This design comes from an exercise in tuning for small area on the open sky130 flow, not from production work.
Function was checked by simulation only, so behaviour that the tests miss may differ from the original.
Power and IR drop assume default switching activity.

## v12
==> flow/design.v <==
package fetch_pkg;
  localparam int unsigned DEF_DATA_W  = 32;
  localparam int unsigned DEF_DEPTH   = 8;
  localparam int unsigned DEF_FETCH_W = 2;
  localparam int unsigned DEF_ISSUE_W = 2;
  localparam logic [DEF_DATA_W-1:0] NOP = '0;
endpackage
import fetch_pkg::*;
module fetch_queue_rotate
#(
  parameter int unsigned DATA_W = DEF_DATA_W
) (
  input  logic [3:0][2*DATA_W-1:0] i_bank0,
  input  logic [3:0][2*DATA_W-1:0] i_bank1,
  input  logic [2:0]               i_head,
  input  logic [3:0]               i_count,
  output logic [1:0]               o_valid,
  output logic [2*DATA_W-1:0]      o_instr,
  output logic [2*DATA_W-1:0]      o_pc
);
  localparam int unsigned W = 2 * DATA_W;
  logic [1:0] w_row0, w_row1;
  logic [3:0] w_sel0, w_sel1;
  assign w_row1 = i_head[2:1];
  assign w_row0 = i_head[2:1] + {1'b0, i_head[0]};
  always_comb begin
    for (int r = 0; r < 4; r++) begin
      w_sel0[r] = (w_row0 == 2'(r));
      w_sel1[r] = (w_row1 == 2'(r));
    end
  end
  logic [W-1:0] w_nb0, w_nb1, w_l0, w_l1;
  fetch_queue_rowsel #(.W(W)) u_rs0 (.i_d(i_bank0), .i_sel(w_sel0), .o_y(w_nb0));
  fetch_queue_rowsel #(.W(W)) u_rs1 (.i_d(i_bank1), .i_sel(w_sel1), .o_y(w_nb1));
  assign o_valid[0] = (i_count != 4'd0);
  assign o_valid[1] = (i_count > 4'd1);
  fetch_queue_lane #(.W(W)) u_l0 (.i_nb0(w_nb0), .i_nb1(w_nb1),
    .i_e(o_valid[0] & ~i_head[0]), .i_o(o_valid[0] & i_head[0]), .o_y(w_l0));
  fetch_queue_lane #(.W(W)) u_l1 (.i_nb0(w_nb0), .i_nb1(w_nb1),
    .i_e(o_valid[1] & i_head[0]), .i_o(o_valid[1] & ~i_head[0]), .o_y(w_l1));
  assign o_instr = {w_l1[DATA_W-1:0], w_l0[DATA_W-1:0]};
  assign o_pc    = {w_l1[W-1:DATA_W], w_l0[W-1:DATA_W]};
endmodule
module fetch_queue_rowsel
#(
  parameter int unsigned W = 64
) (
  input  logic [3:0][W-1:0] i_d,
  input  logic [3:0]        i_sel,
  output logic [W-1:0]      o_y
);
  logic [W-1:0] w_n012, w_n3;
  fetch_queue_nor3sel #(.W(W)) u_n012 (.i_d(i_d[2:0]), .i_sel(i_sel[2:0]), .o_n(w_n012));
  fetch_queue_nand    #(.W(W)) u_n3   (.i_a(i_d[3]), .i_b({W{i_sel[3]}}), .o_n(w_n3));
  fetch_queue_nand    #(.W(W)) u_y    (.i_a(w_n012), .i_b(w_n3), .o_n(o_y));
endmodule
module fetch_queue_nor3sel
#(
  parameter int unsigned W = 64
) (
  input  logic [2:0][W-1:0] i_d,
  input  logic [2:0]        i_sel,
  output logic [W-1:0]      o_n
);
  assign o_n = ~((i_d[0] & {W{i_sel[0]}}) | (i_d[1] & {W{i_sel[1]}}) | (i_d[2] & {W{i_sel[2]}}));
endmodule
module fetch_queue_nand
#(
  parameter int unsigned W = 64
) (
  input  logic [W-1:0] i_a,
  input  logic [W-1:0] i_b,
  output logic [W-1:0] o_n
);
  assign o_n = ~(i_a & i_b);
endmodule
module fetch_queue_lane
#(
  parameter int unsigned W = 64
) (
  input  logic [W-1:0] i_nb0,
  input  logic [W-1:0] i_nb1,
  input  logic         i_e,      
  input  logic         i_o,      
  output logic [W-1:0] o_y
);
  assign o_y = (~i_nb0 & {W{i_e}}) | (~i_nb1 & {W{i_o}});
endmodule
import fetch_pkg::*;
module fetch_queue
#(
  parameter int unsigned DATA_W  = DEF_DATA_W,
  parameter int unsigned DEPTH   = DEF_DEPTH,
  parameter int unsigned FETCH_W = DEF_FETCH_W,
  parameter int unsigned ISSUE_W = DEF_ISSUE_W
) (
  input  logic                      CLK,
  input  logic                      RESET,
  input  logic                      FREEZE,
  input  logic                      flush,
  input  logic [FETCH_W-1:0]        fq_in_valid,
  input  logic [FETCH_W*DATA_W-1:0] fq_in_instr,
  input  logic [FETCH_W*DATA_W-1:0] fq_in_pc,
  output logic                      fq_in_ready,
  output logic [ISSUE_W-1:0]        fq_out_valid,
  output logic [ISSUE_W*DATA_W-1:0] fq_out_instr,
  output logic [ISSUE_W*DATA_W-1:0] fq_out_pc,
  input  logic [$clog2(ISSUE_W + 1)-1:0] fq_out_take,
  output logic [$clog2(DEPTH + 1)-1:0]   fq_count
);
  localparam int unsigned W = 2 * DATA_W;    
  logic [3:0][W-1:0] r_bank0;    
  logic [3:0][W-1:0] r_bank1;    
  logic [2:0]        r_head;
  logic [3:0]        r_count;
  logic              r_todd;     
  logic              r_teven;    
  logic       w_ready;
  logic       w_push1, w_push2;    
  logic       w_pop1,  w_pop2;     
  logic [1:0] w_push_n, w_pop_n;
  assign w_ready  = RESET & ~FREEZE & ~flush & ~(r_count[3] | (&r_count[2:0]));
  assign w_push1  = w_ready & fq_in_valid[0];
  assign w_push2  = w_push1 & fq_in_valid[1];
  assign w_push_n = {w_push2, w_push1 & ~w_push2};
  assign w_pop2  = fq_out_take[1] & (r_count > 4'd1);
  assign w_pop1  = ~w_pop2 & (fq_out_take != 2'd0) & (r_count != 4'd0);
  assign w_pop_n = {w_pop2, w_pop1};
  always_ff @(posedge CLK or negedge RESET) begin
    if (!RESET) begin
      r_head  <= '0;
      r_count <= '0;
      r_todd  <= 1'b0;
      r_teven <= 1'b1;
    end else if (flush) begin
      r_head  <= '0;
      r_count <= '0;
      r_todd  <= 1'b0;
      r_teven <= 1'b1;
    end else if (!FREEZE) begin
      r_head  <= r_head + {1'b0, w_pop_n};
      r_todd  <= r_todd  ^ w_push_n[0];
      r_teven <= r_teven ^ w_push_n[0];
      r_count <= r_count + {2'b0, w_push_n} - {2'b0, w_pop_n};
    end
  end
  logic [2:0] w_tail, w_tail1;
  assign w_tail  = {r_head[2:1] + r_count[2:1] + {1'b0, r_head[0] & r_count[0]}, r_todd};
  assign w_tail1 = w_tail + 3'd1;
  logic [W-1:0] w_in0, w_in1, w_bus0, w_bus1;
  assign w_in0 = {fq_in_pc[DATA_W-1:0],        fq_in_instr[DATA_W-1:0]};
  assign w_in1 = {fq_in_pc[2*DATA_W-1:DATA_W], fq_in_instr[2*DATA_W-1:DATA_W]};
  assign w_bus0 = ~((w_in0 & {W{r_teven}}) | (w_in1 & {W{r_todd}}));
  assign w_bus1 = ~((w_in1 & {W{r_teven}}) | (w_in0 & {W{r_todd}}));
  logic [7:0] w_we;
  always_comb begin
    for (int p = 0; p < 8; p++)
      w_we[p] = (w_push1 & (w_tail == 3'(p))) | (w_push2 & (w_tail1 == 3'(p)));
  end
  logic [7:0]        w_hold;
  logic [3:0][W-1:0] w_d0, w_d1;
  assign w_hold = ~w_we;
  for (genvar r = 0; r < 4; r++) begin : g_row
    fetch_queue_load #(.W(W)) u_ld0 (.i_bus(w_bus0), .i_q(r_bank0[r]),
      .i_load(w_we[2*r]),   .i_hold(w_hold[2*r]),   .o_d(w_d0[r]));
    fetch_queue_load #(.W(W)) u_ld1 (.i_bus(w_bus1), .i_q(r_bank1[r]),
      .i_load(w_we[2*r+1]), .i_hold(w_hold[2*r+1]), .o_d(w_d1[r]));
  end
  always_ff @(posedge CLK) begin
    r_bank0 <= w_d0;
    r_bank1 <= w_d1;
  end
  fetch_queue_rotate #(
    .DATA_W  (DATA_W)
  ) u_rotate (
    .i_bank0 (r_bank0),
    .i_bank1 (r_bank1),
    .i_head  (r_head),
    .i_count (r_count),
    .o_valid (fq_out_valid),
    .o_instr (fq_out_instr),
    .o_pc    (fq_out_pc)
  );
  assign fq_in_ready = w_ready;
  assign fq_count    = r_count;
endmodule
module fetch_queue_load
#(
  parameter int unsigned W = 64
) (
  input  logic [W-1:0] i_bus,
  input  logic [W-1:0] i_q,
  input  logic         i_load,
  input  logic         i_hold,    
  output logic [W-1:0] o_d
);
  assign o_d = (i_bus & {W{i_load}}) | (i_q & {W{i_hold}});
endmodule
export LEC_CHECK = 0
export CAP_MARGIN = 0
export CORE_MARGIN = 2
export CORE_UTILIZATION = 60
export SLEW_MARGIN = 0
export SYNTH_HIERARCHICAL = 1
export SYNTH_MINIMUM_KEEP_SIZE = 0
create_clock -name core_clock -period 5.0 [get_ports {CLK}]
standard.sh (not shown) runs the stock make flow with config.mk's settings and CLKGATE_MAP_FILE= SYNTH_SCRIPT=/design/flow/synth_recipe.tcl, a recipe that flattens the netlist after the stock synthesis.
==> flow/flow/run.sh <==
#!/bin/bash
# Standard layout (the standard.sh) with these changes:
#  - buffers that synthesis (ABC) put on high-fanout nets are removed at
#    floorplan, and repair_design rebuffers those nets;
#  - every input and output port gets the smallest buffer, buf_1;
#  - clock tree: clkbuf_8 only, small sink clusters, no dummy loads.
export REMOVE_ABC_BUFFERS=1
export BUFFER_PORTS_ARGS="-buffer_cell sky130_fd_sc_hd__buf_1"
export CTS_ARGS="-sink_clustering_enable -repair_clock_nets -dont_use_dummy_load -buf_list sky130_fd_sc_hd__clkbuf_8 -sink_clustering_size 16 -sink_clustering_max_diameter 60"
bash standard.sh > standard.log 2>&1
For v1, these inputs were changed with respect to v12:
-- flow/flow/run.sh --
<<< v12, line 7
export REMOVE_ABC_BUFFERS=1
export BUFFER_PORTS_ARGS="-buffer_cell sky130_fd_sc_hd__buf_1"
export CTS_ARGS="-sink_clustering_enable -repair_clock_nets -dont_use_dummy_load -buf_list sky130_fd_sc_hd__clkbuf_8 -sink_clustering_size 16 -sink_clustering_max_diameter 60"
bash standard.sh > standard.log 2>&1
>>> v1, line 7
export REMOVE_ABC_BUFFERS=1
export BUFFER_PORTS_ARGS="-buffer_cell sky130_fd_sc_hd__buf_1"
export CTS_ARGS="-sink_clustering_enable -repair_clock_nets -dont_use_dummy_load -buf_list sky130_fd_sc_hd__clkbuf_8 -sink_clustering_size 16 -sink_clustering_max_diameter 70"
bash standard.sh > standard.log 2>&1
-- flow/config.mk --
<<< v12, line 8
export CAP_MARGIN = 0
export CORE_MARGIN = 2
export CORE_UTILIZATION = 60
export SLEW_MARGIN = 0
export SYNTH_HIERARCHICAL = 1
>>> v1, line 8
export CAP_MARGIN = 0
export CORE_MARGIN = 2
export CORE_UTILIZATION = 75
export SLEW_MARGIN = 0
export SYNTH_HIERARCHICAL = 1
==> comparison <==
v1 vs v12, wire length went down by 4400 microns. Relative to v12, leakage power figure has decreased by 0.000048 uW in v1. Post-layout utilization of the core (lower): v12. v1 vs v12 — number of standard cells in the final layout excluding fillers dropped by a few percent. Clock buffer count: v12 and v1 compared, higher one is v12. Going from v12 to v1, power per unit of standard cell area ~0 delta; final worst-path setup slack fell by 67 ps; power consumption dropped 0.85%. Net switching component of the power: v1 < v12. Highest-power group: registers -> v1, combinational cells -> v12. v1 vs. v12: via count went up by 466. On share of power burned in combinational logic, the lower figure sits with v1, not v12.
The following lists how v38 was set up differently from v1:
-- flow/flow/run.sh --
<<< v1, line 7
export REMOVE_ABC_BUFFERS=1
export BUFFER_PORTS_ARGS="-buffer_cell sky130_fd_sc_hd__buf_1"
export CTS_ARGS="-sink_clustering_enable -repair_clock_nets -dont_use_dummy_load -buf_list sky130_fd_sc_hd__clkbuf_8 -sink_clustering_size 16 -sink_clustering_max_diameter 70"
bash standard.sh > standard.log 2>&1
>>> v38, line 7
export REMOVE_ABC_BUFFERS=1
export BUFFER_PORTS_ARGS="-buffer_cell sky130_fd_sc_hd__buf_1"
export CTS_ARGS="-sink_clustering_enable -repair_clock_nets -dont_use_dummy_load -buf_list sky130_fd_sc_hd__clkbuf_16 -sink_clustering_size 30 -sink_clustering_max_diameter 100"
bash standard.sh > standard.log 2>&1
-- flow/config.mk --
<<< v1, line 8
export CAP_MARGIN = 0
export CORE_MARGIN = 2
export CORE_UTILIZATION = 75
export SLEW_MARGIN = 0
export SYNTH_HIERARCHICAL = 1
>>> v38, line 8
export CAP_MARGIN = 0
export CORE_MARGIN = 2
export CORE_UTILIZATION = 60
export SLEW_MARGIN = 0
export SYNTH_HIERARCHICAL = 1
Findings:
Depth of the CTS H-tree, v38 and v1: lower on v38
Delta (v38 minus v1): cell area went up by about 0.75%; power went up by 0.74%.
Worst setup path endpoint: fq_out_pc[63] -> v38, fq_out_instr[5] -> v1
Taking v1 as the reference point, the part of the total power dissipated in combinational logic of v38 rises by 0.3 points.
Going from v1 to v38, the final critical path time including I/O delays and setup was found to have gone down by 96 ps.
## Diff of input files: v56 against v38
-- flow/flow/run.sh --
<<< v38, line 7
export REMOVE_ABC_BUFFERS=1
export BUFFER_PORTS_ARGS="-buffer_cell sky130_fd_sc_hd__buf_1"
export CTS_ARGS="-sink_clustering_enable -repair_clock_nets -dont_use_dummy_load -buf_list sky130_fd_sc_hd__clkbuf_16 -sink_clustering_size 30 -sink_clustering_max_diameter 100"
bash standard.sh > standard.log 2>&1
>>> v56, line 7
export REMOVE_ABC_BUFFERS=1
export BUFFER_PORTS_ARGS="-buffer_cell sky130_fd_sc_hd__buf_1"
export CTS_ARGS="-sink_clustering_enable -repair_clock_nets -dont_use_dummy_load -buf_list sky130_fd_sc_hd__clkbuf_8 -sink_clustering_size 18 -sink_clustering_max_diameter 80"
bash standard.sh > standard.log 2>&1
## What came out
[compare] base=v38 new=v56: number of buffers between clock root and the deepest sink closely matched the old numbers, routed wire length rose by 1.1%, synthesis-to-layout area growth has decreased, number of multi-input combinational cells in the layout held.
The worst hold slack of v56 is lower than that of v38.
Changes observed in v56 relative to v38: reported leakage power now sits at about the same level, setup slack of the critical path after layout saw a decrease.
Minimum clock period, v56 and v38: lower on v38

## port drivers added, routing unchanged
How much do the figures lean on ideal ports? The routed layouts below were timed once more, with nothing changed but the port constraints.
Step 1 (the two cells are an assumption about what drives the block):
set clk [get_ports {CLK}]
set_driving_cell -lib_cell sky130_fd_sc_hd__clkbuf_16 $clk
set_driving_cell -lib_cell sky130_fd_sc_hd__buf_2 [delete_from_list [all_inputs] $clk]
Step 2, shift: input delay + t, output delay - t, t = (earliest + latest rising clock arrival at the registers) / 2. This alone moves slack from input paths to output paths.
Slacks: no drivers / after step 1 / after step 2; pairs: no drivers / after step 1.
run	t, ns	setup WS [ns]	latest minus earliest clock arrival (ns)	pins driven straight from the clock port
v12	0.629	0.673 / 0.617 / 1.079	0.060 / 0.060	1
v1	0.625	0.606 / 0.551 / 1.139	0.045 / 0.045	1
v38	0.597	0.702 / 0.643 / 1.063	0.043 / 0.043	1
v56	0.639	0.590 / 0.536 / 1.081	0.080 / 0.079	1
After both steps every run listed still meets setup and hold.
